This is an optimization exercise on Yosys and OpenROAD, whose aim is small area, not a production implementation.
In this exercise RTL edits were held to simulation tests only and were not proved equivalent to the original.
The flow treats the clock pin as an ideal source, which a real chip does not have.
No activity file was given, so power comes from the tool's default toggle rates.

File: run.sh
#!/bin/bash
# synth_recipe.tcl (not shown) runs the flow's synth.tcl, then flattens the netlist and writes it again
# the make line also repeats each setting of config.mk as NAME=value (left out here)
make -C /OpenROAD-flow-scripts/flow DESIGN_CONFIG=/design/flow/config.mk WORK_HOME=/design/flow/orfs CLKGATE_MAP_FILE= SYNTH_SCRIPT=/design/flow/synth_recipe.tcl finish
File: config.mk
export PLATFORM = sky130hd
export DESIGN_NAME = decode_stage
export DESIGN_NICKNAME = decode_stage
export VERILOG_FILES = /design/flow/design.v
export SDC_FILE = /design/flow/constraint.sdc
export NUM_CORES = 4
export LEC_CHECK = 0
export CAP_MARGIN = 20
export CORE_MARGIN = 2
export CORE_UTILIZATION = 40
export SLEW_MARGIN = 20
export SYNTH_HIERARCHICAL = 1
export SYNTH_MINIMUM_KEEP_SIZE = 0
File: constraint.sdc
create_clock -name core_clock -period 4.0 [get_ports {clk}]
set_input_delay 0.8000 -clock core_clock [delete_from_list [all_inputs] [get_ports {clk}]]
set_output_delay 0.8000 -clock core_clock [all_outputs]
set_load 0.01 [all_outputs]
File: design.v
package decode_pkg;
  localparam logic [3:0] ALU_ADD  = 4'd0;
  localparam logic [3:0] ALU_SUB  = 4'd1;
  localparam logic [3:0] ALU_SLL  = 4'd2;
  localparam logic [3:0] ALU_SLT  = 4'd3;
  localparam logic [3:0] ALU_SLTU = 4'd4;
  localparam logic [3:0] ALU_XOR  = 4'd5;
  localparam logic [3:0] ALU_SRL  = 4'd6;
  localparam logic [3:0] ALU_SRA  = 4'd7;
  localparam logic [3:0] ALU_OR   = 4'd8;
  localparam logic [3:0] ALU_AND  = 4'd9;
  localparam logic [3:0] ALU_NOP  = 4'd15;
  localparam logic [6:0] OPC_RTYPE = 7'b0110011;
  localparam logic [6:0] F7_BASE   = 7'h00;
  localparam logic [6:0] F7_ALT    = 7'h20;
  typedef struct packed {
    logic [3:0] alu_op;
    logic [4:0] rd;
    logic [4:0] rs1;
    logic [4:0] rs2;
    logic       illegal;
  } dec_t;
  function automatic dec_t decode(
    input logic [31:0] ins
  );
    dec_t       d;
    logic [6:0] f7;
    logic [2:0] f3;
    logic       base;
    logic       alt;
    logic       ok;
    f7   = ins[31:25];
    f3   = ins[14:12];
    base = (f7 == F7_BASE);
    alt  = (f7 == F7_ALT);
    ok   = 1'b0;
    d.alu_op = ALU_NOP;
    d.rs1    = ins[19:15];
    d.rs2    = ins[24:20];
    if (ins[6:0] == OPC_RTYPE) begin
      unique case (f3)
        3'd0: begin
          if (base) begin
            d.alu_op = ALU_ADD; ok = 1'b1;
          end else if (alt) begin
            d.alu_op = ALU_SUB; ok = 1'b1;
          end
        end
        3'd1: if (base) begin
          d.alu_op = ALU_SLL; ok = 1'b1;
        end
        3'd2: if (base) begin
          d.alu_op = ALU_SLT; ok = 1'b1;
        end
        3'd3: if (base) begin
          d.alu_op = ALU_SLTU; ok = 1'b1;
        end
        3'd4: if (base) begin
          d.alu_op = ALU_XOR; ok = 1'b1;
        end
        3'd5: begin
          if (base) begin
            d.alu_op = ALU_SRL; ok = 1'b1;
          end else if (alt) begin
            d.alu_op = ALU_SRA; ok = 1'b1;
          end
        end
        3'd6: if (base) begin
          d.alu_op = ALU_OR; ok = 1'b1;
        end
        3'd7: if (base) begin
          d.alu_op = ALU_AND; ok = 1'b1;
        end
      endcase
    end
    if (!ok) d.alu_op = ALU_NOP;
    d.illegal = !ok;
    d.rd      = ok ? ins[11:7] : 5'd0;
    decode = d;
  endfunction
endpackage
module regfile_2r1w #(
  parameter int XLEN  = 32,
  parameter int NREGS = 32
) (
  input  logic            clk,
  input  logic            reset,
  input  logic            we_i,
  input  logic [4:0]      waddr_i,
  input  logic [XLEN-1:0] wdata_i,
  input  logic [4:0]      raddr1_i,
  input  logic [4:0]      raddr2_i,
  output logic [XLEN-1:0] rdata1_o,
  output logic [XLEN-1:0] rdata2_o
);
  logic [XLEN-1:0] mem_q [1:NREGS-1];
  logic [XLEN-1:0] mem_d [1:NREGS-1];
  logic [XLEN-1:0] wdata;
  logic [NREGS-1:1] row_we, sel1, sel2;
  logic            wb_hit, byp1, byp2;
  assign wdata  = wdata_i & {XLEN{~reset}};
  assign wb_hit = we_i && (waddr_i != 5'd0);
  assign byp1   = wb_hit && (waddr_i == raddr1_i);
  assign byp2   = wb_hit && (waddr_i == raddr2_i);
  always_comb begin
    for (int i = 1; i < NREGS; i++) begin
      row_we[i] = (we_i && waddr_i == 5'(i)) || reset;
      sel1[i]   = (raddr1_i == 5'(i)) && !byp1;
      sel2[i]   = (raddr2_i == 5'(i)) && !byp2;
    end
  end
  for (genvar i = 1; i < NREGS; i++) begin : g_row
    for (genvar b = 0; b < XLEN; b++) begin : g_bit
      hold_sel u_h (
        .ld  (row_we[i]),
        .ld_n(~row_we[i]),
        .d   (wdata[b]),
        .q   (mem_q[i][b]),
        .y   (mem_d[i][b])
      );
    end
  end
  always_ff @(posedge clk) begin
    for (int i = 1; i < NREGS; i++) begin
      mem_q[i] <= mem_d[i];
    end
  end
  rf_read #(.XLEN(XLEN)) u_rd1 (
    .mem_i0 (mem_q[1]),
    .mem_i1 (mem_q[2]),
    .mem_i2 (mem_q[3]),
    .mem_i3 (mem_q[4]),
    .mem_i4 (mem_q[5]),
    .mem_i5 (mem_q[6]),
    .mem_i6 (mem_q[7]),
    .mem_i7 (mem_q[8]),
    .mem_i8 (mem_q[9]),
    .mem_i9 (mem_q[10]),
    .mem_i10(mem_q[11]),
    .mem_i11(mem_q[12]),
    .mem_i12(mem_q[13]),
    .mem_i13(mem_q[14]),
    .mem_i14(mem_q[15]),
    .mem_i15(mem_q[16]),
    .mem_i16(mem_q[17]),
    .mem_i17(mem_q[18]),
    .mem_i18(mem_q[19]),
    .mem_i19(mem_q[20]),
    .mem_i20(mem_q[21]),
    .mem_i21(mem_q[22]),
    .mem_i22(mem_q[23]),
    .mem_i23(mem_q[24]),
    .mem_i24(mem_q[25]),
    .mem_i25(mem_q[26]),
    .mem_i26(mem_q[27]),
    .mem_i27(mem_q[28]),
    .mem_i28(mem_q[29]),
    .mem_i29(mem_q[30]),
    .mem_i30(mem_q[31]),
    .sel_i  (sel1),
    .wsel_i (byp1),
    .wdata_i(wdata_i),
    .data_o (rdata1_o)
  );
  rf_read #(.XLEN(XLEN)) u_rd2 (
    .mem_i0 (mem_q[1]),
    .mem_i1 (mem_q[2]),
    .mem_i2 (mem_q[3]),
    .mem_i3 (mem_q[4]),
    .mem_i4 (mem_q[5]),
    .mem_i5 (mem_q[6]),
    .mem_i6 (mem_q[7]),
    .mem_i7 (mem_q[8]),
    .mem_i8 (mem_q[9]),
    .mem_i9 (mem_q[10]),
    .mem_i10(mem_q[11]),
    .mem_i11(mem_q[12]),
    .mem_i12(mem_q[13]),
    .mem_i13(mem_q[14]),
    .mem_i14(mem_q[15]),
    .mem_i15(mem_q[16]),
    .mem_i16(mem_q[17]),
    .mem_i17(mem_q[18]),
    .mem_i18(mem_q[19]),
    .mem_i19(mem_q[20]),
    .mem_i20(mem_q[21]),
    .mem_i21(mem_q[22]),
    .mem_i22(mem_q[23]),
    .mem_i23(mem_q[24]),
    .mem_i24(mem_q[25]),
    .mem_i25(mem_q[26]),
    .mem_i26(mem_q[27]),
    .mem_i27(mem_q[28]),
    .mem_i28(mem_q[29]),
    .mem_i29(mem_q[30]),
    .mem_i30(mem_q[31]),
    .sel_i  (sel2),
    .wsel_i (byp2),
    .wdata_i(wdata_i),
    .data_o (rdata2_o)
  );
endmodule
module rf_read #(
  parameter int XLEN = 32
) (
  input  logic [XLEN-1:0] mem_i0, mem_i1, mem_i2, mem_i3, mem_i4,
  input  logic [XLEN-1:0] mem_i5, mem_i6, mem_i7, mem_i8, mem_i9,
  input  logic [XLEN-1:0] mem_i10, mem_i11, mem_i12, mem_i13, mem_i14,
  input  logic [XLEN-1:0] mem_i15, mem_i16, mem_i17, mem_i18, mem_i19,
  input  logic [XLEN-1:0] mem_i20, mem_i21, mem_i22, mem_i23, mem_i24,
  input  logic [XLEN-1:0] mem_i25, mem_i26, mem_i27, mem_i28, mem_i29,
  input  logic [XLEN-1:0] mem_i30,
  input  logic [31:1]     sel_i,
  input  logic            wsel_i,
  input  logic [XLEN-1:0] wdata_i,
  output logic [XLEN-1:0] data_o
);
  logic [XLEN-1:0] g_n [11];
  for (genvar b = 0; b < XLEN; b++) begin : g_bit
    aoi222 u_g0 (.a(mem_i0[b]), .sa(sel_i[1]), .b(mem_i1[b]), .sb(sel_i[2]), .c(mem_i2[b]), .sc(sel_i[3]), .y_n(g_n[0][b]));
    aoi222 u_g1 (.a(mem_i3[b]), .sa(sel_i[4]), .b(mem_i4[b]), .sb(sel_i[5]), .c(mem_i5[b]), .sc(sel_i[6]), .y_n(g_n[1][b]));
    aoi222 u_g2 (.a(mem_i6[b]), .sa(sel_i[7]), .b(mem_i7[b]), .sb(sel_i[8]), .c(mem_i8[b]), .sc(sel_i[9]), .y_n(g_n[2][b]));
    aoi222 u_g3 (.a(mem_i9[b]), .sa(sel_i[10]), .b(mem_i10[b]), .sb(sel_i[11]), .c(mem_i11[b]), .sc(sel_i[12]), .y_n(g_n[3][b]));
    aoi222 u_g4 (.a(mem_i12[b]), .sa(sel_i[13]), .b(mem_i13[b]), .sb(sel_i[14]), .c(mem_i14[b]), .sc(sel_i[15]), .y_n(g_n[4][b]));
    aoi222 u_g5 (.a(mem_i15[b]), .sa(sel_i[16]), .b(mem_i16[b]), .sb(sel_i[17]), .c(mem_i17[b]), .sc(sel_i[18]), .y_n(g_n[5][b]));
    aoi222 u_g6 (.a(mem_i18[b]), .sa(sel_i[19]), .b(mem_i19[b]), .sb(sel_i[20]), .c(mem_i20[b]), .sc(sel_i[21]), .y_n(g_n[6][b]));
    aoi222 u_g7 (.a(mem_i21[b]), .sa(sel_i[22]), .b(mem_i22[b]), .sb(sel_i[23]), .c(mem_i23[b]), .sc(sel_i[24]), .y_n(g_n[7][b]));
    aoi222 u_g8 (.a(mem_i24[b]), .sa(sel_i[25]), .b(mem_i25[b]), .sb(sel_i[26]), .c(mem_i26[b]), .sc(sel_i[27]), .y_n(g_n[8][b]));
    aoi222 u_g9 (.a(mem_i27[b]), .sa(sel_i[28]), .b(mem_i28[b]), .sb(sel_i[29]), .c(mem_i29[b]), .sc(sel_i[30]), .y_n(g_n[9][b]));
    aoi22 u_g10 (.a(mem_i30[b]), .sa(sel_i[31]), .b(wdata_i[b]), .sb(wsel_i), .y_n(g_n[10][b]));
    assign data_o[b] = ~(g_n[0][b] & g_n[1][b] & g_n[2][b] & g_n[3][b] &
                         g_n[4][b] & g_n[5][b] & g_n[6][b] & g_n[7][b] &
                         g_n[8][b] & g_n[9][b] & g_n[10][b]);
  end
endmodule
module aoi222 (
  input  logic a, sa,
  input  logic b, sb,
  input  logic c, sc,
  output logic y_n
);
  assign y_n = ~((a & sa) | (b & sb) | (c & sc));
endmodule
module aoi22 (
  input  logic a, sa,
  input  logic b, sb,
  output logic y_n
);
  assign y_n = ~((a & sa) | (b & sb));
endmodule
module hold_sel (
  input  logic ld, ld_n,
  input  logic d, q,
  output logic y
);
  assign y = (ld & d) | (ld_n & q);
endmodule
module decode_stage #(
  parameter int XLEN  = 32,
  parameter int NREGS = 32,
  parameter int CNT_W = 8
) (
  input  logic             clk,
  input  logic             reset,
  input  logic             in_valid,
  input  logic [XLEN-1:0]  instruction_code,
  output logic             in_ready,
  input  logic             wb_en,
  input  logic [4:0]       wb_rd,
  input  logic [XLEN-1:0]  wb_data,
  output logic             ex_valid,
  input  logic             ex_ready,
  output logic [3:0]       ex_alu_op,
  output logic [4:0]       ex_rd,
  output logic [XLEN-1:0]  ex_rs1_data,
  output logic [XLEN-1:0]  ex_rs2_data,
  output logic             ex_illegal,
  output logic [CNT_W-1:0] illegal_count
);
  decode_pkg::dec_t dec;
  logic             valid_q;
  logic [3:0]       op_q;
  logic [4:0]       rd_q, rs1_q, rs2_q, ra1, ra2;
  logic             ill_q;
  logic [CNT_W-1:0] cnt_q;
  logic [XLEN-1:0]  a_q, b_q, rf_a, rf_b;
  logic             accept;
  assign dec = decode_pkg::decode(instruction_code[31:0]);
  assign in_ready = !valid_q || ex_ready;
  assign accept   = in_valid && in_ready;
  assign ra1 = accept ? dec.rs1 : rs1_q;
  assign ra2 = accept ? dec.rs2 : rs2_q;
  regfile_2r1w #(
    .XLEN (XLEN),
    .NREGS(NREGS)
  ) u_rf (
    .clk     (clk),
    .reset   (reset),
    .we_i    (wb_en),
    .waddr_i (wb_rd),
    .wdata_i (wb_data),
    .raddr1_i(ra1),
    .raddr2_i(ra2),
    .rdata1_o(rf_a),
    .rdata2_o(rf_b)
  );
  always_ff @(posedge clk) begin
    if (reset) begin
      valid_q <= 1'b0;
      op_q    <= decode_pkg::ALU_NOP;
      rd_q    <= 5'd0;
      ill_q   <= 1'b0;
      cnt_q   <= '0;
    end else begin
      if (accept) begin
        valid_q <= 1'b1;
        op_q    <= dec.alu_op;
        rd_q    <= dec.rd;
        ill_q   <= dec.illegal;
        if (dec.illegal && cnt_q != '1) cnt_q <= cnt_q + CNT_W'(1);
      end else if (ex_ready) begin
        valid_q <= 1'b0;
      end
    end
  end
  always_ff @(posedge clk) begin
    rs1_q <= ra1;
    rs2_q <= ra2;
    a_q   <= rf_a;
    b_q   <= rf_b;
  end
  assign ex_valid      = valid_q;
  assign ex_alu_op     = op_q;
  assign ex_rd         = rd_q;
  assign ex_rs1_data   = a_q;
  assign ex_rs2_data   = b_q;
  assign ex_illegal    = ill_q;
  assign illegal_count = cnt_q;
endmodule
==> run notes, run 1 <==
Synth Net Count 3519; Longest Clk Path Bufs 3; outcome failed layout checks; Placer Congestion around 1.0; Top delay family on crit path simple AND/OR/NAND/NOR gates; CP Class in2reg; H-tree Lvls 3; Max Cap Violations 0; crit end category flip-flop; Remaining Overflow, GRT 0; global-route wire length before repair around 280 mm; Sw Pwr 7.95 mW; Die Span Y 327 µm; Worst Path Buf+Inv 5; total number of vias between 40000 and 50000; # fillers 8774; Design Area, Final 0.0568 mm²; Fin Setup TNS -0.00261 ns; die area 0.107 mm²; post-DP HPWL 132 mm; DRC errors left 0; number of I/O pins 158; Sink Count 1085; Tcrit/Tclk final 1.00; startpoint types primary input; Pleak 22.2 nW; fin nets 4421; Max Fclk approximately 0.25 GHz; Seq cells post-synth about 1100; clock network fraction of design power 0.394; Mapped Area 0.0417 mm²; DRT Pass-1 Iters 15; Avg Inst Size Synth 12.1 µm²; share of cells above drive strength 1 0.249; crit-path max FO 10; Rows 118; vias per std cell 7.36; Worst Tran Pin Value 1.23 ns; Int Pwr between 20 and 25 mW; CTS Hold Bufs 0; WP data arrival roughly 4.6 ns; Logic pwr share 0.157; Die W 327 µm; Yosys cell types 67; post-route setup slack -0.00261 ns; Post-Route WL 199 mm; Seq/Total Area, Yosys 0.521; clock root buffer clkbuf_16; total track usage 0.352; CTS clk-pin slew, worst paths around 0.060 ns; drt wl/cell 34.1 µm; number of synthesized flops with an enable pin 0; Layout Skew 0.0402 ns; minimum clock period 4.00 ns; commonest non-fill, non-tap cell in the layout dfxtp_1; Largest stage delay, worst path 0.47 ns; slowest CP cell or3_1; Layout area overhead 36.2%; Starting Density 0.403; SO Viols negative setup slack; worst-skew pair later-pin latency 0.73 ns; Rel. slew slack 0.180; WP data required 4.57 ns; Net Sw Frac 0.281; Most used DFF post-synth dfxtp_1; Reg area about 0.022 mm²; core footprint 0.103 mm²; TritonCTS clock tree yes; Yosys Warn Count 13; final setup vio count 1; Final Hold Fails 0; Max Transition Viols Final 0; Post-DP Area 0.0525 mm²; maximum vdd drop 0.401 mV; cell count after synthesis ~3400; Antenna Nets Post-Route 0; largest net degree at the start of global routing 52; Hold Path Class reg2reg; Pwr Density 499 mW/mm²; cells along the critical path clkdlybuf4s50_1, or2b_2, and2_4, buf_4, nand2_1, nand2_1, xor2_1, nor3_4, buf_12, buf_12, a211oi_4, buf_4, a222oi_1, nand4_1, or3_1; commonest cells after routing, fill and taps aside dfxtp_1 (1085), a22o_1 (992), a222oi_1 (640); Multi-input gate area 0.0210 mm²; ys async rst share 0; TritonCTS Buffers 111; unrepaired setup endpoints after global routing true; vias in the first global route 40000; PortBufs 157; initial antenna violation count 8; sequential share of power 0.448; DR iter-0 viols 10200
-- path summary, 6_finish.rpt --
| check | startpoint | end | slack, ns | cells after the start |
|---|---|---|---|---|
| max | ex_ready | a_q[3] | -0.003 | 15 |
| min | rd_q[3] | rd_q[3] | 0.46 | 2 |
| max reg2reg | valid_q | a_q[3] | 0.15 | 14 |
| min reg2reg | rd_q[3] | rd_q[3] | 0.46 | 2 |
-- layout make-up --
type	count	share of cell area
clock buffer	157	0.0568
timing repair buffer	841	0.147
clock inverter	50	0.0123
antenna	4	0.000176
tap	1380	0.0304
multi-input combinational	2299	0.370
inverter	8	0.000529
sequential	1085	0.383
-- per-module statistics from Yosys (local to each module, per instance), a selection --
module	cell area, µm²	flops+latches	copies in the design	cells inside
aoi22	12.5	0	64	1
aoi222	10.0	0	640	1
decode_stage	2680	93	1	226
hold_sel	8.76	0	992	1
-- metrics by stage --
stage / util / setup slack (ns) / power [mW] / std cells / hold WS [ns]
6_report: 0.548 / -0.00261 / 28.3 / 5824 / 0.455
2_1_floorplan: - / 0.00284 / 14.5 / 3444 / 0.417
5_1_grt: 0.548 / -0.0135 / 29.0 / 5820 / 0.474
4_1_cts: 0.545 / 0.0818 / 28.2 / 5798 / 0.455
3_3_place_gp: 0.506 / -1.04 / 17.1 / 5580 / 0.441
3_5_place_dp: 0.507 / -1.05 / 17.1 / 5586 / 0.446
-- layer usage --
layer	share of wire	global-route usage	wire, µm	up-vias
met4	0.063	0.204	12400	4
li1	-	-	-	17700
met1	0.39	0.471	77000	21200
met3	0.13	0.0851	25000	539
met2	0.42	0.518	84300	3493
met5	0.00013	0	25	-
-- registers in the layout, summed over array words and instances (netlist names) --
signal and cells:
a_q 32, b_q 32, cnt_q 8, ill_q 1, op_q 4, rd_q 5, rs1_q 5, rs2_q 5
u_rf.mem_q 992, valid_q 1
-- cells in the mapped netlist (all sizes together) (3+ instances only) --
library cell	n	share of area
nor3	4	0.00048
o31ai	3	0.00066
a211oi	52	0.0096
nand3b	5	0.00090
a21o	19	0.0034
and3	3	0.00048
xor2	8	0.0017
a311oi	3	0.00078
clkbuf	37	0.0041
and2	7	0.0011
nor3b	4	0.00072
dfxtp	1085	0.52
xnor2	3	0.00063
nand2	53	0.0048
a2111oi	5	0.0011
nand4	130	0.020
a21oi	44	0.0053
nand3	75	0.0090
nor4	5	0.00090
nand2b	10	0.0015
buf	16	0.0026
a222oi	640	0.15
nor2b	43	0.0066
a31o	6	0.0013
a22o	992	0.21
a22oi	64	0.019
or3	67	0.010
or2	3	0.00045
inv	8	0.00072
nor2	16	0.0014
a31oi	9	0.0014
-- timing repair --
item / 4_1_cts / 5_1_grt
endpoints found under the setup margin: 23 / 15
gates cloned: 0 / 1
buffers inserted: 5 / 18
pin swaps: 5 / 21
resized for setup: 3 / 5
-- tightest hold or removal path, cell delays in order, from the launching register on --
cell and delay, ns:
dfxtp_1 0.31, nand2_1 0.05, a21oi_1 0.05
-- cell families after synthesis --
group	count (synthesis)	share of synthesized area
flip-flops	1085	0.521
XOR/XNOR	11	0.00231
buffers and inverters	61	0.00736
adder cells (fa/ha/maj)	1	0.000300
multiplexers	3	0.000781
AND/OR/NAND/NOR	436	0.0605
AO/OA/AOI/OAI	1847	0.408
-- power by group through the flow --
stage	registers (mW)	logic [mW]	clock network, mW
finish	12.7	4.46	11.2
global route	12.8	4.57	11.7
CTS	12.7	4.27	11.2
detailed placement	12.9	4.24	0
global placement	12.9	4.17	0
floorplan	12.7	1.85	0
==> inputs of run 2 (changes only) <==
--- a/design.v
+++ b/design.v
@@ -97,16 +97,12 @@
   logic [XLEN-1:0] mem_d [1:NREGS-1];
   logic [XLEN-1:0] wdata;
   logic [NREGS-1:1] row_we, sel1, sel2;
-  logic            wb_hit, byp1, byp2;
   assign wdata  = wdata_i & {XLEN{~reset}};
-  assign wb_hit = we_i && (waddr_i != 5'd0);
-  assign byp1   = wb_hit && (waddr_i == raddr1_i);
-  assign byp2   = wb_hit && (waddr_i == raddr2_i);
   always_comb begin
     for (int i = 1; i < NREGS; i++) begin
       row_we[i] = (we_i && waddr_i == 5'(i)) || reset;
-      sel1[i]   = (raddr1_i == 5'(i)) && !byp1;
-      sel2[i]   = (raddr2_i == 5'(i)) && !byp2;
+      sel1[i]   = (raddr1_i == 5'(i));
+      sel2[i]   = (raddr2_i == 5'(i));
     end
   end
   for (genvar i = 1; i < NREGS; i++) begin : g_row
@@ -126,77 +122,73 @@
     end
   end
   rf_read #(.XLEN(XLEN)) u_rd1 (
-    .mem_i0 (mem_q[1]),
-    .mem_i1 (mem_q[2]),
-    .mem_i2 (mem_q[3]),
-    .mem_i3 (mem_q[4]),
-    .mem_i4 (mem_q[5]),
-    .mem_i5 (mem_q[6]),
-    .mem_i6 (mem_q[7]),
-    .mem_i7 (mem_q[8]),
-    .mem_i8 (mem_q[9]),
-    .mem_i9 (mem_q[10]),
-    .mem_i10(mem_q[11]),
-    .mem_i11(mem_q[12]),
-    .mem_i12(mem_q[13]),
-    .mem_i13(mem_q[14]),
-    .mem_i14(mem_q[15]),
-    .mem_i15(mem_q[16]),
-    .mem_i16(mem_q[17]),
-    .mem_i17(mem_q[18]),
-    .mem_i18(mem_q[19]),
-    .mem_i19(mem_q[20]),
-    .mem_i20(mem_q[21]),
-    .mem_i21(mem_q[22]),
-    .mem_i22(mem_q[23]),
-    .mem_i23(mem_q[24]),
-    .mem_i24(mem_q[25]),
-    .mem_i25(mem_q[26]),
-    .mem_i26(mem_q[27]),
-    .mem_i27(mem_q[28]),
-    .mem_i28(mem_q[29]),
-    .mem_i29(mem_q[30]),
-    .mem_i30(mem_q[31]),
+    .mem_i0 (mem_d[1]),
+    .mem_i1 (mem_d[2]),
+    .mem_i2 (mem_d[3]),
+    .mem_i3 (mem_d[4]),
+    .mem_i4 (mem_d[5]),
+    .mem_i5 (mem_d[6]),
+    .mem_i6 (mem_d[7]),
+    .mem_i7 (mem_d[8]),
+    .mem_i8 (mem_d[9]),
+    .mem_i9 (mem_d[10]),
+    .mem_i10(mem_d[11]),
+    .mem_i11(mem_d[12]),
+    .mem_i12(mem_d[13]),
+    .mem_i13(mem_d[14]),
+    .mem_i14(mem_d[15]),
+    .mem_i15(mem_d[16]),
+    .mem_i16(mem_d[17]),
+    .mem_i17(mem_d[18]),
+    .mem_i18(mem_d[19]),
+    .mem_i19(mem_d[20]),
+    .mem_i20(mem_d[21]),
+    .mem_i21(mem_d[22]),
+    .mem_i22(mem_d[23]),
+    .mem_i23(mem_d[24]),
+    .mem_i24(mem_d[25]),
+    .mem_i25(mem_d[26]),
+    .mem_i26(mem_d[27]),
+    .mem_i27(mem_d[28]),
+    .mem_i28(mem_d[29]),
+    .mem_i29(mem_d[30]),
+    .mem_i30(mem_d[31]),
     .sel_i  (sel1),
-    .wsel_i (byp1),
-    .wdata_i(wdata_i),
     .data_o (rdata1_o)
   );
   rf_read #(.XLEN(XLEN)) u_rd2 (
-    .mem_i0 (mem_q[1]),
-    .mem_i1 (mem_q[2]),
-    .mem_i2 (mem_q[3]),
-    .mem_i3 (mem_q[4]),
-    .mem_i4 (mem_q[5]),
-    .mem_i5 (mem_q[6]),
-    .mem_i6 (mem_q[7]),
-    .mem_i7 (mem_q[8]),
-    .mem_i8 (mem_q[9]),
-    .mem_i9 (mem_q[10]),
-    .mem_i10(mem_q[11]),
-    .mem_i11(mem_q[12]),
-    .mem_i12(mem_q[13]),
-    .mem_i13(mem_q[14]),
-    .mem_i14(mem_q[15]),
-    .mem_i15(mem_q[16]),
-    .mem_i16(mem_q[17]),
-    .mem_i17(mem_q[18]),
-    .mem_i18(mem_q[19]),
-    .mem_i19(mem_q[20]),
-    .mem_i20(mem_q[21]),
-    .mem_i21(mem_q[22]),
-    .mem_i22(mem_q[23]),
-    .mem_i23(mem_q[24]),
-    .mem_i24(mem_q[25]),
-    .mem_i25(mem_q[26]),
-    .mem_i26(mem_q[27]),
-    .mem_i27(mem_q[28]),
-    .mem_i28(mem_q[29]),
-    .mem_i29(mem_q[30]),
-    .mem_i30(mem_q[31]),
+    .mem_i0 (mem_d[1]),
+    .mem_i1 (mem_d[2]),
+    .mem_i2 (mem_d[3]),
+    .mem_i3 (mem_d[4]),
+    .mem_i4 (mem_d[5]),
+    .mem_i5 (mem_d[6]),
+    .mem_i6 (mem_d[7]),
+    .mem_i7 (mem_d[8]),
+    .mem_i8 (mem_d[9]),
+    .mem_i9 (mem_d[10]),
+    .mem_i10(mem_d[11]),
+    .mem_i11(mem_d[12]),
+    .mem_i12(mem_d[13]),
+    .mem_i13(mem_d[14]),
+    .mem_i14(mem_d[15]),
+    .mem_i15(mem_d[16]),
+    .mem_i16(mem_d[17]),
+    .mem_i17(mem_d[18]),
+    .mem_i18(mem_d[19]),
+    .mem_i19(mem_d[20]),
+    .mem_i20(mem_d[21]),
+    .mem_i21(mem_d[22]),
+    .mem_i22(mem_d[23]),
+    .mem_i23(mem_d[24]),
+    .mem_i24(mem_d[25]),
+    .mem_i25(mem_d[26]),
+    .mem_i26(mem_d[27]),
+    .mem_i27(mem_d[28]),
+    .mem_i28(mem_d[29]),
+    .mem_i29(mem_d[30]),
+    .mem_i30(mem_d[31]),
     .sel_i  (sel2),
-    .wsel_i (byp2),
-    .wdata_i(wdata_i),
     .data_o (rdata2_o)
   );
 endmodule
@@ -211,11 +203,9 @@
   input  logic [XLEN-1:0] mem_i25, mem_i26, mem_i27, mem_i28, mem_i29,
   input  logic [XLEN-1:0] mem_i30,
   input  logic [31:1]     sel_i,
-  input  logic            wsel_i,
-  input  logic [XLEN-1:0] wdata_i,
   output logic [XLEN-1:0] data_o
 );
-  logic [XLEN-1:0] g_n [11];
+  logic [XLEN-1:0] g_n [10];
   for (genvar b = 0; b < XLEN; b++) begin : g_bit
     aoi222 u_g0 (.a(mem_i0[b]), .sa(sel_i[1]), .b(mem_i1[b]), .sb(sel_i[2]), .c(mem_i2[b]), .sc(sel_i[3]), .y_n(g_n[0][b]));
     aoi222 u_g1 (.a(mem_i3[b]), .sa(sel_i[4]), .b(mem_i4[b]), .sb(sel_i[5]), .c(mem_i5[b]), .sc(sel_i[6]), .y_n(g_n[1][b]));
@@ -227,10 +217,9 @@
     aoi222 u_g7 (.a(mem_i21[b]), .sa(sel_i[22]), .b(mem_i22[b]), .sb(sel_i[23]), .c(mem_i23[b]), .sc(sel_i[24]), .y_n(g_n[7][b]));
     aoi222 u_g8 (.a(mem_i24[b]), .sa(sel_i[25]), .b(mem_i25[b]), .sb(sel_i[26]), .c(mem_i26[b]), .sc(sel_i[27]), .y_n(g_n[8][b]));
     aoi222 u_g9 (.a(mem_i27[b]), .sa(sel_i[28]), .b(mem_i28[b]), .sb(sel_i[29]), .c(mem_i29[b]), .sc(sel_i[30]), .y_n(g_n[9][b]));
-    aoi22 u_g10 (.a(mem_i30[b]), .sa(sel_i[31]), .b(wdata_i[b]), .sb(wsel_i), .y_n(g_n[10][b]));
     assign data_o[b] = ~(g_n[0][b] & g_n[1][b] & g_n[2][b] & g_n[3][b] &
                          g_n[4][b] & g_n[5][b] & g_n[6][b] & g_n[7][b] &
-                         g_n[8][b] & g_n[9][b] & g_n[10][b]);
+                         g_n[8][b] & g_n[9][b]) | (mem_i30[b] & sel_i[31]);
   end
 endmodule
 module aoi222 (
@@ -241,13 +230,6 @@
 );
   assign y_n = ~((a & sa) | (b & sb) | (c & sc));
 endmodule
-module aoi22 (
-  input  logic a, sa,
-  input  logic b, sb,
-  output logic y_n
-);
-  assign y_n = ~((a & sa) | (b & sb));
-endmodule
 module hold_sel (
   input  logic ld, ld_n,
   input  logic d, q,
@@ -284,12 +266,13 @@
   logic             ill_q;
   logic [CNT_W-1:0] cnt_q;
   logic [XLEN-1:0]  a_q, b_q, rf_a, rf_b;
-  logic             accept;
+  logic             accept, stall;
   assign dec = decode_pkg::decode(instruction_code[31:0]);
   assign in_ready = !valid_q || ex_ready;
   assign accept   = in_valid && in_ready;
-  assign ra1 = accept ? dec.rs1 : rs1_q;
-  assign ra2 = accept ? dec.rs2 : rs2_q;
+  assign stall = valid_q && !ex_ready;
+  assign ra1   = stall ? rs1_q : dec.rs1;
+  assign ra2   = stall ? rs2_q : dec.rs2;
   regfile_2r1w #(
     .XLEN (XLEN),
     .NREGS(NREGS)
--- a/config.mk
+++ b/config.mk
@@ -8,6 +8,7 @@
 export CAP_MARGIN = 20
 export CORE_MARGIN = 2
 export CORE_UTILIZATION = 40
+export GPL_TIMING_DRIVEN = 0
 export SLEW_MARGIN = 20
 export SYNTH_HIERARCHICAL = 1
 export SYNTH_MINIMUM_KEEP_SIZE = 0
==> run 2 against run 1 <==
Flip-flop and latch count is the same; critical path depth decreased by 6; non-clock buffer count down 401; sequential share of layout area increased by 2.0 points; routed wire length rose by 3.6%; maximum frequency down 2.4%; the layout still fails its checks (negative setup slack); power down 2.5%; via count fell by 3.0%.
==> run notes, run 2 <==
SO Viols negative setup slack (unchanged); Seq cells post-synth 1085 (unchanged); # fillers 8421 (was 8774); Final Hold Fails 0 (unchanged); Logic pwr share 0.157 (about the same); WP data arrival 4.65 ns (was 4.58 ns); post-route setup slack -0.100 ns (was -0.00261 ns); Max Fclk 0.244 GHz (was 0.250 GHz); Yosys top cell by area dfxtp_1 (unchanged); largest net degree at the start of global routing 33 (was 52); Remaining Overflow, GRT 0 (unchanged); Largest register FFs 992 (unchanged); H-tree Lvls 3 (unchanged); placed insts 5090 (was 5586); sequential share of power 0.437 (was 0.448); Regs by FF count u_rf.mem_q x992, a_q x32, b_q x32 (unchanged); share of cells above drive strength 1 0.167 (was 0.249); commonest non-fill, non-tap cell in the layout dfxtp_1 (unchanged); Seq/Total Area, Yosys 0.533 (was 0.521); post-DP HPWL 133 mm (was 132 mm); worst-skew pair later-pin latency 0.72 ns (was 0.73 ns); Layout area overhead 32.4% (was 36.2%); CP Class in2reg (unchanged); Starting Density 0.402 (was 0.403); Max Cap Violations 0 (unchanged); Max Transition Viols Final 0 (unchanged); number of I/O pins 158 (unchanged); Yosys cell types 54 (was 67); Placer Congestion 0.864 (was 1.01); Avg Inst Size Synth 12.2 µm² (was 12.1 µm²); Hold Path Class reg2reg (unchanged); crit-path max FO 19 (was 10); total track usage 0.375 (was 0.352); Rows 117 (was 118); outcome failed layout checks (unchanged); die area 0.105 mm² (was 0.107 mm²); CTS Hold Bufs 0 (unchanged); CTS clk-pin slew, worst paths 0.06 ns (about the same); minimum clock period 4.10 ns (was 4.00 ns); final setup vio count 2 (was 1); commonest cells after routing, fill and taps aside dfxtp_1 (1085), a22o_1 (997), a222oi_1 (640) (was dfxtp_1 (1085), a22o_1 (992), a222oi_1 (640)); Reg area 0.0217 mm² (unchanged); Pwr Density 512 mW/mm² (was 499 mW/mm²); global-route wire length before repair 287 mm (was 282 mm); Tot Pwr 27.6 mW (was 28.3 mW); Final Non-Filler Cells 5313 (was 5824); most common cell in the netlist dfxtp_1 (unchanged); unrepaired setup endpoints after global routing false (was true); worst slack, placed -1.29 ns (was -1.05 ns); maximum vdd drop 0.374 mV (was 0.401 mV); Yosys Warn Count 13 (unchanged); Largest stage delay, worst path 0.71 ns (was 0.47 ns); total number of vias 41600 (was 42900); Sw Pwr 7.57 mW (was 7.95 mW); number of synthesized flops with an enable pin 0 (unchanged); Most used DFF post-synth dfxtp_1 (unchanged); Post-Route WL 206 mm (was 199 mm); Worst Tran Pin Value 1.33 ns (was 1.23 ns); initial antenna violation count 6 (was 8); Synth Net Count 3413 (was 3519); vias per std cell 7.82 (was 7.36); Synth area leaders dfxtp_1 (53%), a22o_1 (21%), a222oi_1 (16%) (was dfxtp_1 (52%), a22o_1 (21%), a222oi_1 (15%)); crit end category flip-flop (unchanged); cell count after synthesis 3338 (was 3444); Layout Skew 0.0263 ns (was 0.0402 ns); Tcrit/Tclk final 1.03 (was 1.00); TritonCTS Buffers 113 (was 111); clock root buffer clkbuf_16 (unchanged); largest register by flop count u_rf.mem_q (unchanged); Die Span Y 323 µm (was 327 µm); core footprint 0.101 mm² (was 0.103 mm²); Fin Setup TNS -0.129 ns (was -0.00261 ns); Net Sw Frac 0.274 (was 0.281); Sink Count 1085 (unchanged); leading cell types by count after synthesis dfxtp_1 (1085), a22o_1 (997), a222oi_1 (640) (was dfxtp_1 (1085), a22o_1 (992), a222oi_1 (640)); startpoint types primary input (unchanged); drt wl/cell 38.8 µm (was 34.1 µm); PortBufs 153 (was 157); Multi-input gate area 0.0200 mm² (was 0.0210 mm²); slowest CP cell nand4_1 (was or3_1); TritonCTS clock tree yes (unchanged); Antenna Nets Post-Route 0 (unchanged); post-synth top area share 0.533 (was 0.521); cells along the critical path clkdlybuf4s50_1, and4bb_1, clkbuf_4, a21o_2, buf_16, a22o_1, a222oi_1, nand4_1, a2111o_1 (was clkdlybuf4s50_1, or2b_2, and2_4, buf_4, nand2_1, nand2_1, xor2_1, nor3_4, buf_12, buf_12, a211oi_4, buf_4, a222oi_1, nand4_1, or3_1); Longest Clk Path Bufs 3 (unchanged); fin nets 3924 (was 4421); DR iter-0 viols 10600 (was 10200); clock network fraction of design power 0.407 (was 0.394); vias in the first global route 39200 (was 40000); DRT Pass-1 Iters 16 (was 15); Die W 323 µm (was 327 µm); ys async rst share 0 (unchanged); Pleak 21.1 nW (was 22.2 nW); Int Pwr 20.1 mW (was 20.4 mW); WP data required 4.55 ns (was 4.57 ns); Mapped Area 0.0408 mm² (was 0.0417 mm²); DRC errors left 0 (unchanged); Rel. slew slack 0.109 (was 0.180)
## run 2: cell count changes in the layout (fill, tap and decap cells not counted), moves of 37 or more
| cell | delta |
|---|---|
| nand3_1 | -70 |
| nor2_4 | +40 |
| buf_16 | +88 |
| buf_12 | -65 |
| a22oi_2 | -64 |
| a2111o_1 | +64 |
| buf_4 | -503 |
| or3_1 | -61 |
| nand2_1 | +43 |
| buf_8 | +37 |
| a211oi_4 | -50 |
## run 2: repair_timing
action,4_1_cts,5_1_grt
endpoints found under the setup margin,64,41
pin swaps,7,12
setup buffers,4,8
cloned,0,1
gates resized for setup,13,49
endpoints found under the hold margin,0,0
## run 2: critical path: cells and delay by family
family	cells	cell delay (ns)
compound gates	4	1.74
buf+inv	3	1.06
simple gates	2	1.03
## run 2: power groups by stage
stage          registers, mW  logic (mW)  clock network, mW
2_1_floorplan           12.3        1.87                  0
3_3_place_gp            12.3        3.45                  0
3_5_place_dp            12.3        4.03                  0
4_1_cts                 12.1        4.07               11.3
5_1_grt                 12.1        4.39               11.7
6_report                12.1        4.33               11.2
## run 2: layout make-up
| class | count | area share |
|---|---|---|
| timing repair buffer | 397 | 0.116 |
| buffer | 43 | 0.00589 |
| multi-input combinational | 2204 | 0.370 |
| tap | 1368 | 0.0317 |
| clock inverter | 46 | 0.0116 |
| inverter | 5 | 0.000348 |
| clock buffer | 163 | 0.0619 |
| antenna | 2 | 0.0000927 |
| sequential | 1085 | 0.402 |
## run 2: kinds of logic (layout without fill, tap and decap cells)
group,Yosys count,count (layout),share of synthesized area
and+or+nand+nor,403,404,0.0540
adders and majority gates,1,1,0.000307
AOI/OAI and AO/OA,1789,1789,0.403
muxes,8,8,0.00221
buffers and inverters,50,654,0.00684
xor gates and xnor gates,2,2,0.000430
DFF,1085,1085,0.533
other,0,2,0
## run 2: Yosys stat by module, one instance, submodules excluded, excerpt
module,copies in the design,cells,flops+latches
hold_sel,992,1,0
decode_stage,1,228,93
aoi222,640,1,0
## run 2: worst paths after layout
path	start	end	slack, ns	cells after the start
setup reg to reg	valid_q	b_q[6]	0.12	13
hold reg to reg	op_q[3]	op_q[3]	0.46	1
hold / removal	op_q[3]	op_q[3]	0.46	1
setup / recovery	wb_en	b_q[6]	-0.10	9
## run 2: stage by stage
stage / utilization / area [µm²] / hold slack [ns]
6_report: 0.532 / 54000 / 0.463
5_1_grt: 0.532 / 54000 / 0.494
4_1_cts: 0.530 / 53700 / 0.465
3_5_place_dp: 0.490 / 49700 / 0.451
3_3_place_gp: 0.434 / 44100 / 0.446
2_1_floorplan: - / 40800 / 0.460
## run 2: per-layer routing
metal  routed length (µm)  GRT usage  part of all wire  vias up
li1                     -          -                 -    16500
met1                70700      0.448              0.34    20000
met2                85000      0.541              0.41     4002
met3                31800      0.141              0.15     1078
met4                18500      0.293             0.090        6
met5                   37    0.00463           0.00018        -
==> inputs of run 3 (changes only) <==
==> flow/run.sh (new file) <==
#!/bin/bash
# Layout flow: the standard ORFS flow (standard.sh). The standard
# synthesis runs first, unchanged; the later steps run with these changes:
#  - the port buffers are the smallest buffer, buf_1, instead of the
#    delay cell the resizer picks by default (every port still gets one);
#  - clock tree synthesis clusters up to 25 sinks within 70 um per leaf
#    buffer (sink slew stays near 100 ps) and inserts no dummy loads;
#  - flow/dont_use.tcl, sourced before each placement, clock tree and
#    routing step, keeps the resizer off the largest buffers (buf_8,
#    buf_12, buf_16) and the clock delay cells.
# Each make call writes its output to a log of its own here; ORFS also
# keeps each step's log under orfs/logs/.
set -euo pipefail
cd "$(dirname "$0")/.."
bash standard.sh synth > synth.log 2>&1
export BUFFER_PORTS_ARGS="-inputs -outputs -buffer_cell sky130_fd_sc_hd__buf_1"
export CTS_ARGS="-sink_clustering_enable -repair_clock_nets -dont_use_dummy_load -sink_clustering_size 25 -sink_clustering_max_diameter 70"
DU="$PWD/flow/dont_use.tcl"
export PRE_FLOORPLAN_TCL="$DU" PRE_GLOBAL_PLACE_TCL="$DU" PRE_RESIZE_TCL="$DU" \
       PRE_CTS_TCL="$DU" PRE_GLOBAL_ROUTE_TCL="$DU" PRE_DETAIL_PLACE_TCL="$DU" \
       PRE_REPAIR_TIMING_POST_PLACE_TCL="$DU"
bash standard.sh > layout.log 2>&1
==> flow/dont_use.tcl (new file) <==
# Sourced before each step that sizes or buffers cells: keeps the resizer
# and timing repair off the largest buffers and the clock delay cells, so
# the many high-fanout select nets get small plain buffers.
set_dont_use [get_lib_cells {sky130_fd_sc_hd__buf_8 sky130_fd_sc_hd__buf_12 sky130_fd_sc_hd__buf_16 sky130_fd_sc_hd__clkdlybuf4s*}]
==> standard.sh (new file) <==
#!/bin/bash
# synth_recipe.tcl (not shown) runs the flow's synth.tcl, then flattens the netlist and writes it again
# the make line also repeats each setting of config.mk as NAME=value (left out here)
make -C /OpenROAD-flow-scripts/flow DESIGN_CONFIG=/design/flow/config.mk WORK_HOME=/design/flow/orfs CLKGATE_MAP_FILE= SYNTH_SCRIPT=/design/flow/synth_recipe.tcl "${@:-finish}"
--- a/config.mk
+++ b/config.mk
@@ -5,10 +5,11 @@
 export SDC_FILE = /design/flow/constraint.sdc
 export NUM_CORES = 4
 export LEC_CHECK = 0
-export CAP_MARGIN = 20
+export CAP_MARGIN = 5
 export CORE_MARGIN = 2
-export CORE_UTILIZATION = 40
+export CORE_UTILIZATION = 45
 export GPL_TIMING_DRIVEN = 0
-export SLEW_MARGIN = 20
+export SETUP_SLACK_MARGIN = 0.25
+export SLEW_MARGIN = 5
 export SYNTH_HIERARCHICAL = 1
 export SYNTH_MINIMUM_KEEP_SIZE = 0
removed: run.sh
==> run 3 against run 2 <==
The run now finishes clean; worst hold slack got worse by 0.091 ns; setup slack improved by 0.26 ns; register-to-register slack improved by 0.04 ns; critical path depth rose by 3.
==> run notes, run 3 <==
worst-skew pair later-pin latency 0.72 ns (about the same); total number of vias 40600 (was 41600); Hold Path Origin instruction_code[7] (was op_q[3]); Yosys top cell by area dfxtp_1 (unchanged); total track usage 0.410 (was 0.375); Seq/Total Area, Yosys 0.533 (unchanged); Synth area leaders dfxtp_1 (53%), a22o_1 (21%), a222oi_1 (16%) (unchanged); Post-Route WL 201 mm (was 206 mm); TritonCTS clock tree yes (unchanged); largest net degree at the start of global routing 33 (unchanged); Most used DFF post-synth dfxtp_1 (unchanged); Die Span Y 305 µm (was 323 µm); number of I/O pins 158 (unchanged); drt wl/cell 41.2 µm (was 38.8 µm); PortBufs 153 (unchanged); Starting Density 0.454 (was 0.402); minimum clock period 3.84 ns (was 4.10 ns); core footprint 0.0899 mm² (was 0.101 mm²); WP data required 4.57 ns (was 4.55 ns); maximum vdd drop 0.377 mV (was 0.374 mV); CTS clk-pin slew, worst paths 0.09 ns (was 0.06 ns); Max Fclk 0.261 GHz (was 0.244 GHz); number of synthesized flops with an enable pin 0 (unchanged); Tcrit/Tclk final 0.960 (was 1.03); Core Util, Final 0.526 (was 0.532); Remaining Overflow, GRT 0 (unchanged); RR Startpoint valid_q (unchanged); Layout area overhead 15.9% (was 32.4%); initial antenna violation count 8 (was 6); Rel. slew slack 0.123 (was 0.109); Synth Net Count 3413 (unchanged); vias per std cell 8.31 (was 7.82); register-to-register setup slack 0.16 ns (was 0.12 ns); CTS Hold Bufs 0 (unchanged); Int Pwr 15.5 mW (was 20.1 mW); Antenna Nets Post-Route 0 (unchanged); Die W 305 µm (was 323 µm); die area 0.0930 mm² (was 0.105 mm²); WP data arrival 4.41 ns (was 4.65 ns); Hold Path Class in2reg (was reg2reg); outcome finished clean (was failed layout checks); Sink Count 1085 (unchanged); Max Transition Viols Final 0 (unchanged); crit end category flip-flop (unchanged); Max Cap Violations 0 (unchanged); CP Class reg2reg (was in2reg); most common cell in the netlist dfxtp_1 (unchanged); Final Non-Filler Cells 4887 (was 5313); ys async rst share 0 (unchanged); post-DP HPWL 130 mm (was 133 mm); Fin Setup TNS 0 ns (was -0.129 ns); reg2reg end a_q[11] (was b_q[6]); sequential share of power 0.547 (was 0.437); Placer Congestion 0.929 (was 0.864); Largest stage delay, worst path 0.67 ns (was 0.71 ns); Logic pwr share 0.170 (was 0.157); Pleak 18.2 nW (was 21.1 nW); Seq cells post-synth 1085 (unchanged); unrepaired setup endpoints after global routing true (was false); Regs by FF count u_rf.mem_q x992, a_q x32, b_q x32 (unchanged); post-route setup slack 0.162 ns (was -0.100 ns); Net Sw Frac 0.295 (was 0.274); vias in the first global route 39200 (about the same); worst slack, placed -1.03 ns (was -1.29 ns); DR iter-0 viols 10400 (was 10600); final setup vio count 0 (was 2); clock network fraction of design power 0.282 (was 0.407); Pwr Density 466 mW/mm² (was 512 mW/mm²); TritonCTS Buffers 59 (was 113); slowest CP cell nand4_1 (unchanged); fin nets 3782 (was 3924); Hold Path Stages 2 (was 1); Tot Pwr 22.0 mW (was 27.6 mW); crit-path max FO 22 (was 19); share of cells above drive strength 1 0.118 (was 0.167); DRT Pass-1 Iters 15 (was 16); Worst Tran Pin Value 1.32 ns (was 1.33 ns); Mapped Area 0.0408 mm² (unchanged); Layout Skew 0.0573 ns (was 0.0263 ns); largest register by flop count u_rf.mem_q (unchanged); post-synth top area share 0.533 (unchanged); commonest cells after routing, fill and taps aside dfxtp_1 (1085), a22o_1 (997), a222oi_1 (640) (unchanged); # fillers 7548 (was 8421); cell count after synthesis 3338 (unchanged); placed insts 4817 (was 5090); DRC errors left 0 (unchanged); leading cell types by count after synthesis dfxtp_1 (1085), a22o_1 (997), a222oi_1 (640) (unchanged); cells along the critical path nor2b_4, inv_2, clkbuf_2, nand2_1, nand2_1, nand2b_1, clkbuf_4, nor2_4, buf_6, a222oi_1, nand4_1, a2111o_1 (was clkdlybuf4s50_1, and4bb_1, clkbuf_4, a21o_2, buf_16, a22o_1, a222oi_1, nand4_1, a2111o_1); Sw Pwr 6.51 mW (was 7.57 mW); Rows 110 (was 117); Final Hold Fails 0 (unchanged); Yosys cell types 54 (unchanged); reg2reg path depth 12 (was 13); Avg Inst Size Synth 12.2 µm² (unchanged); Worst Hold Path EP rd_q[0] (was op_q[3]); Yosys Warn Count 13 (unchanged); global-route wire length before repair 281 mm (was 287 mm); Largest register FFs 992 (unchanged); startpoint types flip-flop (was primary input); commonest non-fill, non-tap cell in the layout dfxtp_1 (unchanged); CP dominant cell by count nand2_1
## run 3: cell counts after synthesis
Identical to the previous run, type by type.
## run 3: logic make-up (layout without fill, tap and decap cells)
family | count (synthesis) | after routing | share of synthesized area
other | 0 | 6 | 0
flip-flops | 1085 | 1085 | 0.533
XOR/XNOR | 2 | 2 | 0.000430
adder cells (fa/ha/maj) | 1 | 1 | 0.000307
buffers and inverters | 50 | 417 | 0.00684
AND/OR/NAND/NOR | 403 | 403 | 0.0540
multiplexers | 8 | 8 | 0.00221
AO/OA/AOI/OAI | 1789 | 1789 | 0.403
## run 3: how the worst max path moves through the flow
stage / start / to / slack, ns / cells past startpoint
6_report: valid_q / a_q[11] / 0.16 / 12
5_1_grt: valid_q / a_q[11] / 0.23 / 12
4_1_cts: valid_q / b_q[16] / 0.23 / 12
3_3_place_gp: ex_ready / b_q[11] / -2.37 / 10
2_1_floorplan: ex_ready / a_q[0] / 0.48 / 10
3_5_place_dp: ex_ready / b_q[16] / -1.03 / 13
## run 3: repair_timing
| action | in CTS | in global routing |
|---|---|---|
| gates resized for setup | 21 | 23 |
| gates cloned | 0 | 0 |
| setup buffers | 3 | 1 |
| pin swaps | 8 | 14 |
| setup endpoints to repair | 64 | 37 |
## run 3: modules after synthesis (local to each module, per instance), excerpt
module / copies in the design / cell area (µm²) / cells inside / flops+latches
aoi222: 640 / 10.0 / 1 / 0
decode_stage: 1 / 2720 / 228 / 93
hold_sel: 992 / 8.76 / 1 / 0
## run 3: per-layer routing
metal	vias to the layer above	wire (µm)	track usage
met5	-	303	0.0186
met4	10	15600	0.288
met3	779	31600	0.158
met2	3831	82200	0.579
met1	20000	71700	0.509
li1	16000	-	-
## run 3: cell type report
class / count / area [µm²] / share of cell area
flip-flops and latches: 1085 / 21700 / 0.460
multi-input cells: 2203 / 20000 / 0.422
repair buffers: 308 / 2290 / 0.0485
clock buffers: 59 / 1480 / 0.0312
well taps: 1176 / 1470 / 0.0311
plain buffers: 45 / 307 / 0.00649
inverters: 5 / 18.8 / 0.000397
diodes: 6 / 15.0 / 0.000318
## run 3: worst max-delay path: cells and delay by family, from the launching register on
family / cells / cell delay [ns]
and+or+nand+nor: 6 / 1.55
AOI/OAI and AO/OA: 2 / 0.97
buffers and inverters: 4 / 0.90
DFF: 1 / 0.31
## run 3: metrics by stage
stage,cell area [µm²],hold slack [ns]
final,47300,0.372
after global routing,47300,0.387
after CTS,47200,0.338
after detailed placement,45600,0.467
after global placement,42900,0.457
after floorplan,40900,0.460
## run 3: power groups by stage
stage | clock network [mW] | registers (mW) | logic [mW]
5_1_grt | 6.62 | 12.1 | 3.80
4_1_cts | 6.23 | 12.0 | 3.52
6_report | 6.22 | 12.1 | 3.76
3_3_place_gp | 0 | 12.3 | 3.14
2_1_floorplan | 0 | 12.3 | 1.88
3_5_place_dp | 0 | 12.3 | 3.49
==> inputs of run 4 (changes only) <==
--- a/config.mk
+++ b/config.mk
@@ -7,7 +7,7 @@
 export LEC_CHECK = 0
 export CAP_MARGIN = 5
 export CORE_MARGIN = 2
-export CORE_UTILIZATION = 45
+export CORE_UTILIZATION = 52
 export GPL_TIMING_DRIVEN = 0
 export SETUP_SLACK_MARGIN = 0.25
 export SLEW_MARGIN = 5
==> run 4 against run 3 <==
Count of clock-buffer cells in the layout fell by 5; power fell by 2.1%; sequential power barely moved; via count fell by 1.1%; setup slack improved by 0.045 ns; combinational power fell by 3%; cell count fell by 3.0%; largest power group unchanged; highest routed layer is now met4.
==> run notes, run 4 <==
outcome finished clean (unchanged); Starting Density 0.525 (was 0.454); TritonCTS clock tree yes (unchanged); initial antenna violation count 6 (was 8); commonest non-fill, non-tap cell in the layout dfxtp_1 (unchanged); Pwr Density 461 mW/mm² (was 466 mW/mm²); Rel. slew slack 0.0285 (was 0.123); Die Span Y 284 µm (was 305 µm); Post-Synth Adder-Cell Area 0.000307 (unchanged); Rows 102 (was 110); cell count after synthesis 3338 (unchanged); total number of vias 40200 (was 40600); DR iter-0 viols 9574 (was 10400); sequential share of power 0.559 (was 0.547); Logic pwr share 0.168 (was 0.170); number of I/O pins 158 (unchanged); unrepaired setup endpoints after global routing true (unchanged); worst-skew pair later-pin latency 0.68 ns (was 0.72 ns); Most used DFF post-synth dfxtp_1 (unchanged); WP data arrival 4.31 ns (was 4.41 ns); Top delay family on crit path buffers and inverters (was simple AND/OR/NAND/NOR gates); Hold Path Class in2reg (unchanged); Final Hold Fails 0 (unchanged); Mapped Area 0.0408 mm² (unchanged); post-synthesis mux area share 0.00221 (unchanged); minimum clock period 3.79 ns (was 3.84 ns); Seq cells post-synth 1085 (unchanged); Net Sw Frac 0.291 (was 0.295); most common cell in the netlist dfxtp_1 (unchanged); xor and xnor fraction of the mapped netlist area 0.000430 (unchanged); slowest CP cell clkbuf_1 (was nand4_1); clock network fraction of design power 0.273 (was 0.282); Worst Path Buf+Inv 2 (was 4); Yosys top cell by area dfxtp_1 (unchanged); Placer Congestion 0.988 (was 0.929); post-DP HPWL 117 mm (was 130 mm); leading cell types by count after synthesis dfxtp_1 (1085), a22o_1 (997), a222oi_1 (640) (unchanged); largest family of logic cells by synthesized area compound AO/OA/AOI/OAI gates (unchanged); diode count 0 (was 6); Avg Inst Size Synth 12.2 µm² (unchanged); Compound-Gate Fraction of Synth Area 0.403 (unchanged); RR Startpoint valid_q (unchanged); Regs by FF count u_rf.mem_q x992, a_q x32, b_q x32 (unchanged); Synth Net Count 3413 (unchanged); Pleak 18.0 nW (was 18.2 nW); crit end category flip-flop (unchanged); vias per std cell 8.47 (was 8.31); GRT busiest layer met2 (unchanged); CP Class in2reg (was reg2reg); Largest register FFs 992 (unchanged); DRC errors left 0 (unchanged); Max Transition Viols Final 0 (unchanged); post-route setup slack 0.206 ns (was 0.162 ns); DRT Pass-1 Iters 15 (unchanged); Layout area overhead 14.9% (was 15.9%); vias in the first global route 38300 (was 39200); Sink Count 1085 (unchanged); reg2reg path depth 12 (unchanged); Yosys Warn Count 13 (unchanged); Remaining Overflow, GRT 0 (unchanged); TritonCTS Buffers 54 (was 59); Max Fclk 0.264 GHz (was 0.261 GHz); die area 0.0807 mm² (was 0.0930 mm²); PortBufs 153 (unchanged); Die W 284 µm (was 305 µm); total track usage 0.429 (was 0.410); Hold Path Origin instruction_code[10] (was instruction_code[7]); global-route wire length before repair 261 mm (was 281 mm); drt wl/cell 39.1 µm (was 41.2 µm); share of cells above drive strength 1 0.115 (was 0.118); Post-Route WL 185 mm (was 201 mm); Antenna Nets Post-Route 0 (unchanged); Hold Path Stages 2 (unchanged); register-to-register setup slack 0.23 ns (was 0.16 ns); cells along the critical path clkbuf_1, nor2b_2, buf_6, a22o_1, a222oi_1, nand4_1, a2111o_1 (was nor2b_4, inv_2, clkbuf_2, nand2_1, nand2_1, nand2b_1, clkbuf_4, nor2_4, buf_6, a222oi_1, nand4_1, a2111o_1); maximum vdd drop 0.358 mV (was 0.377 mV); Int Pwr 15.3 mW (was 15.5 mW); met1 Use GR 0.549 (was 0.509); Sw Pwr 6.27 mW (was 6.51 mW); Max Cap Violations 0 (unchanged); worst slack, placed -0.717 ns (was -1.03 ns); Worst Tran Pin Value 1.46 ns (was 1.32 ns); post-synth top area share 0.533 (unchanged); Largest stage delay, worst path 1.03 ns (was 0.67 ns); ys async rst share 0 (unchanged); startpoint types primary input (was flip-flop); Layout Skew 0.0442 ns (was 0.0573 ns); largest register by flop count u_rf.mem_q (unchanged); GR Layer Usage met3 0.142 (was 0.158); core footprint 0.0776 mm² (was 0.0899 mm²); Seq/Total Area, Yosys 0.533 (unchanged); fin nets 3779 (was 3782); M2 GR Usage 0.626 (was 0.579); simple-gate area share of the yosys netlist 0.0540 (unchanged); largest net degree at the start of global routing 33 (unchanged); reg2reg end a_q[31] (was a_q[11]); Synth area leaders dfxtp_1 (53%), a22o_1 (21%), a222oi_1 (16%) (unchanged); commonest cells after routing, fill and taps aside dfxtp_1 (1085), a22o_1 (997), a222oi_1 (640) (unchanged); crit-path max FO 18 (was 22); final setup vio count 0 (unchanged); number of synthesized flops with an enable pin 0 (unchanged); CTS clk-pin slew, worst paths 0.09 ns (about the same); Worst Hold Path EP rd_q[3] (was rd_q[0]); Yosys cell types 54 (unchanged); WP data required 4.51 ns (was 4.57 ns); Tot Pwr 21.6 mW (was 22.0 mW); Tcrit/Tclk final 0.948 (was 0.960)
-- run 4: cell counts after synthesis --
No cell type changed its count.
-- run 4: worst reg2reg max path, delay by kind of cell (launching register included) --
kind,cells,cell delay [ns]
and+or+nand+nor,6,1.56
buffers and inverters,4,0.88
AOI/OAI and AO/OA,2,0.87
DFF,1,0.31
-- run 4: per-stage QoR --
step / hold WS [ns] / util / setup TNS [ns] / cell area [µm²] / cells
after floorplan: 0.460 / - / 0 / 40900 / 3338
after global placement: 0.448 / 0.551 / -989.46 / 42700 / 4531
after detailed placement: 0.468 / 0.585 / -33.73 / 45400 / 4679
after CTS: 0.343 / 0.603 / 0 / 46800 / 4742
after global routing: 0.389 / 0.604 / 0 / 46800 / 4742
final: 0.353 / 0.604 / 0 / 46800 / 4742
-- run 4: modules after synthesis (local to each module, per instance), excerpt --
module        cells inside  flops+latches  area, µm²  copies in the design
aoi222                   1              0       10.0                   640
decode_stage           228             93       2720                     1
hold_sel                 1              0       8.76                   992
-- run 4: cell families after synthesis --
| family | count (synthesis) |
|---|---|
| xor gates and xnor gates | 2 |
| muxes | 8 |
| buffers and inverters | 50 |
| adders and majority gates | 1 |
| AOI/OAI and AO/OA | 1789 |
| DFF | 1085 |
| and+or+nand+nor | 403 |
-- run 4: what timing repair did --
action | 4_1_cts | 5_1_grt
setup buffers | 9 | 0
hold buffers | 0 | 0
endpoints found under the hold margin | 0 | 0
gates resized for setup | 5 | 30
endpoints found under the setup margin | 64 | 62
pin swaps | 4 | 2
-- run 4: layout make-up --
cell class	count	area, µm²
Inverter	5	18.8
Tap cell	1040	1300
Buffer	45	288
Timing Repair Buffer	310	2310
Fill cell	6195	30800
Multi-Input combinational cell	2203	19900
Clock buffer	54	1350
Sequential cell	1085	21700
-- run 4: power groups by stage --
stage / clock network [mW] / registers, mW / logic [mW]
detailed placement: 0 / 12.3 / 3.38
global placement: 0 / 12.3 / 3.04
global route: 6.24 / 12.1 / 3.68
finish: 5.89 / 12.1 / 3.63
CTS: 5.88 / 12.1 / 3.42
floorplan: 0 / 12.3 / 1.88
-- run 4: worst max path at each step --
stage | startpoint | end | slack [ns] | depth (start not counted)
3_5_place_dp | ex_ready | b_q[19] | -0.72 | 12
3_3_place_gp | ex_ready | a_q[19] | -2.31 | 10
5_1_grt | valid_q | a_q[12] | 0.23 | 11
4_1_cts | valid_q | b_q[16] | 0.25 | 11
2_1_floorplan | ex_ready | a_q[0] | 0.48 | 10
6_report | reset | b_q[18] | 0.21 | 7
-- run 4: layer usage --
metal	part of all wire	vias to the layer above	wire, µm
met5	0	-	0
met4	0.068	0	12500
met3	0.15	693	28100
met2	0.42	3853	77600
met1	0.36	19600	67100
li1	-	16000	-
==> inputs of run 5 (changes only) <==
--- a/design.v
+++ b/design.v
@@ -97,7 +97,7 @@
   logic [XLEN-1:0] mem_d [1:NREGS-1];
   logic [XLEN-1:0] wdata;
   logic [NREGS-1:1] row_we, sel1, sel2;
-  assign wdata  = wdata_i & {XLEN{~reset}};
+  assign wdata = wdata_i & {XLEN{~reset}};
   always_comb begin
     for (int i = 1; i < NREGS; i++) begin
       row_we[i] = (we_i && waddr_i == 5'(i)) || reset;
==> run 5 against run 4 <==
Die area unchanged; power unchanged; register-to-register slack is essentially flat; core utilization unchanged; global-route usage unchanged; count of clock-buffer cells in the layout stayed put; routed wire length unchanged; maximum frequency did not move; non-clock buffer count is the same; clock skew unchanged; via count stayed put; still clean.
==> run notes, run 5 <==
DRC errors left 0 (unchanged); diode count 0 (unchanged); Reg area 0.0217 mm² (unchanged); ys async rst share 0 (unchanged); final setup vio count 0 (unchanged); Core Util, Final 0.604 (unchanged); startpoint types primary input (unchanged); Regs by FF count u_rf.mem_q x992, a_q x32, b_q x32 (unchanged); fin nets 3779 (unchanged); Sink Count 1085 (unchanged); Layout Skew 0.0442 ns (unchanged); Rows 102 (unchanged); initial antenna violation count 6 (unchanged); Tcrit/Tclk final 0.948 (unchanged); Antenna Nets Post-Route 0 (unchanged); total track usage 0.429 (unchanged); Hold Path Class in2reg (unchanged); number of synthesized flops with an enable pin 0 (unchanged); maximum vdd drop 0.358 mV (unchanged); Avg Inst Size Synth 12.2 µm² (unchanged); Remaining Overflow, GRT 0 (unchanged); DRT Pass-1 Iters 15 (unchanged); Max Fclk 0.264 GHz (unchanged); reg2reg path depth 12 (unchanged); global-route wire length before repair 261 mm (unchanged); CTS Hold Bufs 0 (unchanged); cell count after synthesis 3338 (unchanged); Die Span Y 284 µm (unchanged); Most used DFF post-synth dfxtp_1 (unchanged); Largest stage delay, worst path 1.03 ns (about the same); CP Class in2reg (unchanged); Fin Setup TNS 0 ns (unchanged); Yosys top cell by area dfxtp_1 (unchanged); TritonCTS clock tree yes (unchanged); minimum clock period 3.79 ns (unchanged); # fillers 6195 (unchanged); Die W 284 µm (unchanged); Final Hold Fails 0 (unchanged); number of I/O pins 158 (unchanged); WP data arrival 4.31 ns (about the same); crit end category flip-flop (unchanged); most common cell in the netlist dfxtp_1 (unchanged); Final Non-Filler Cells 4742 (unchanged); DR iter-0 viols 9574 (unchanged); Seq/Total Area, Yosys 0.533 (unchanged); Starting Density 0.525 (unchanged); Layout area overhead 14.9% (unchanged); Pwr Density 461 mW/mm² (unchanged); PortBufs 153 (unchanged); Mapped Area 0.0408 mm² (unchanged); leading cell types by count after synthesis dfxtp_1 (1085), a22o_1 (997), a222oi_1 (640) (unchanged); crit-path max FO 18 (unchanged); post-synth top area share 0.533 (unchanged); cells along the critical path clkbuf_1, nor2b_2, buf_6, a22o_1, a222oi_1, nand4_1, a2111o_1 (unchanged); share of cells above drive strength 1 0.115 (unchanged); Rel. slew slack 0.0285 (unchanged); Worst Tran Pin Value 1.46 ns (unchanged); drt wl/cell 39.1 µm (unchanged); TritonCTS Buffers 54 (unchanged); Post-Route WL 185 mm (unchanged); Multi-input gate area 0.0199 mm² (unchanged); largest net degree at the start of global routing 33 (unchanged); unrepaired setup endpoints after global routing true (unchanged); slowest CP cell clkbuf_1 (unchanged); outcome finished clean (unchanged); CTS clk-pin slew, worst paths 0.09 ns (about the same); WP data required 4.51 ns (about the same); core footprint 0.0776 mm² (unchanged); Synth Net Count 3413 (unchanged); total number of vias 40200 (unchanged); vias per std cell 8.47 (unchanged); vias in the first global route 38300 (unchanged); Yosys cell types 54 (unchanged); Pleak 18.0 nW (unchanged); Placer Congestion 0.988 (unchanged); placed insts 4679 (unchanged); die area 0.0807 mm² (unchanged); Max Transition Viols Final 0 (unchanged); Seq cells post-synth 1085 (unchanged); commonest cells after routing, fill and taps aside dfxtp_1 (1085), a22o_1 (997), a222oi_1 (640) (unchanged); largest register by flop count u_rf.mem_q (unchanged); worst-skew pair later-pin latency 0.68 ns (about the same); Hold Path Stages 2 (unchanged); post-DP HPWL 117 mm (unchanged); commonest non-fill, non-tap cell in the layout dfxtp_1 (unchanged); Max Cap Violations 0 (unchanged); Largest register FFs 992 (unchanged); Yosys Warn Count 13 (unchanged); Synth area leaders dfxtp_1 (53%), a22o_1 (21%), a222oi_1 (16%) (unchanged)
[run 5: repair_timing]
action | in CTS | in global routing
endpoints found under the setup margin | 64 | 62
buffers inserted | 9 | 0
pin swaps | 4 | 2
gates cloned | 0 | 0
gates resized for setup | 5 | 30
[run 5: path summary, 6_finish.rpt]
check                                          start  endpoint  slack (ns)
worst max-delay path                           reset   b_q[18]        0.21
worst min register to register               op_q[3]   op_q[3]        0.48
worst min-delay path            instruction_code[10]   rd_q[3]        0.35
worst max register to register               valid_q   a_q[31]        0.23
[run 5: modules after synthesis, one instance, submodules excluded, excerpt]
module | cells inside | flip-flops and latches | copies in the design
aoi222 | 1 | 0 | 640
hold_sel | 1 | 0 | 992
decode_stage | 228 | 93 | 1
[run 5: layout make-up]
type                            instances  share of cell area
Sequential cell                      1085               0.464
Multi-Input combinational cell       2203               0.424
Timing Repair Buffer                  310              0.0493
Clock buffer                           54              0.0288
Tap cell                             1040              0.0278
Buffer                                 45             0.00614
Inverter                                5            0.000401
[run 5: critical path, delay by kind of cell]
family	cells	cell delay, ns
AOI/OAI and AO/OA	3	1.27
buffers and inverters	2	1.34
and+or+nand+nor	2	0.86
[run 5: layer usage]
metal	share of wire	track usage
met1	0.36	0.549
met2	0.42	0.626
met3	0.15	0.142
met4	0.068	0.264
met5	0	0.00357
[run 5: kinds of logic after synthesis]
kind of cell | count (synthesis) | share of synthesized area
AOI/OAI and AO/OA | 1789 | 0.403
DFF | 1085 | 0.533
and+or+nand+nor | 403 | 0.0540
buffers and inverters | 50 | 0.00684
muxes | 8 | 0.00221
xor gates and xnor gates | 2 | 0.000430
adders and majority gates | 1 | 0.000307
[run 5: where the power goes]
group	switching, mW	leakage, nW	internal, mW
registers	0.294	9.01	11.8
clock network	3.49	0.665	2.40
logic	2.49	8.37	1.14
total	6.27	18.0	15.3
[run 5: per-stage QoR]
| step | area [µm²] | power [mW] | hold slack, ns | setup slack (ns) |
|---|---|---|---|---|
| 6_report | 46800 | 21.6 | 0.353 | 0.206 |
| 5_1_grt | 46800 | 22.1 | 0.389 | 0.235 |
| 4_1_cts | 46800 | 21.4 | 0.343 | 0.248 |
| 3_5_place_dp | 45400 | 15.7 | 0.468 | -0.717 |
| 3_3_place_gp | 42700 | 15.3 | 0.448 | -2.31 |
| 2_1_floorplan | 40900 | 14.2 | 0.460 | 0.477 |

[port drivers added, routing unchanged]
The flow's constraints put no driver on any port. The routed layouts listed below were extracted and timed again, unchanged, in two steps. Step 1 sets driving cells, clkbuf_16 on the clock port and buf_2 on the other inputs (assumed; they add their load-dependent delay and slew). Step 2 adds t to the input delays and takes it off the output delays; t is the mean of the earliest and latest rising clock arrival at the registers after step 1. Input paths then give back, and output paths get back, about the clock's delay inside the block. a / b / c = ideal / step 1 / step 2; a / b = the first two.
run | t, ns | setup slack, ns | hold slack, ns | worst setup path after step 2
run 1 | 0.788 | -0.003 / 0.052 / -0.737 | 0.455 / 0.455 / 0.455 | input to register
run 2 | 0.777 | -0.100 / -0.147 / -0.924 | 0.463 / 0.441 / 0.463 | input to register
run 3 | 0.758 | 0.162 / 0.063 / -0.694 | 0.372 / 0.337 / 0.472 | input to register
run 4 | 0.725 | 0.206 / 0.016 / -0.709 | 0.353 / 0.313 / 0.481 | input to register
run 5 | 0.725 | 0.206 / 0.016 / -0.709 | 0.353 / 0.313 / 0.481 | input to register
With both steps, setup timing fails in run 3, run 4 and run 5, where it was met with ideal ports.
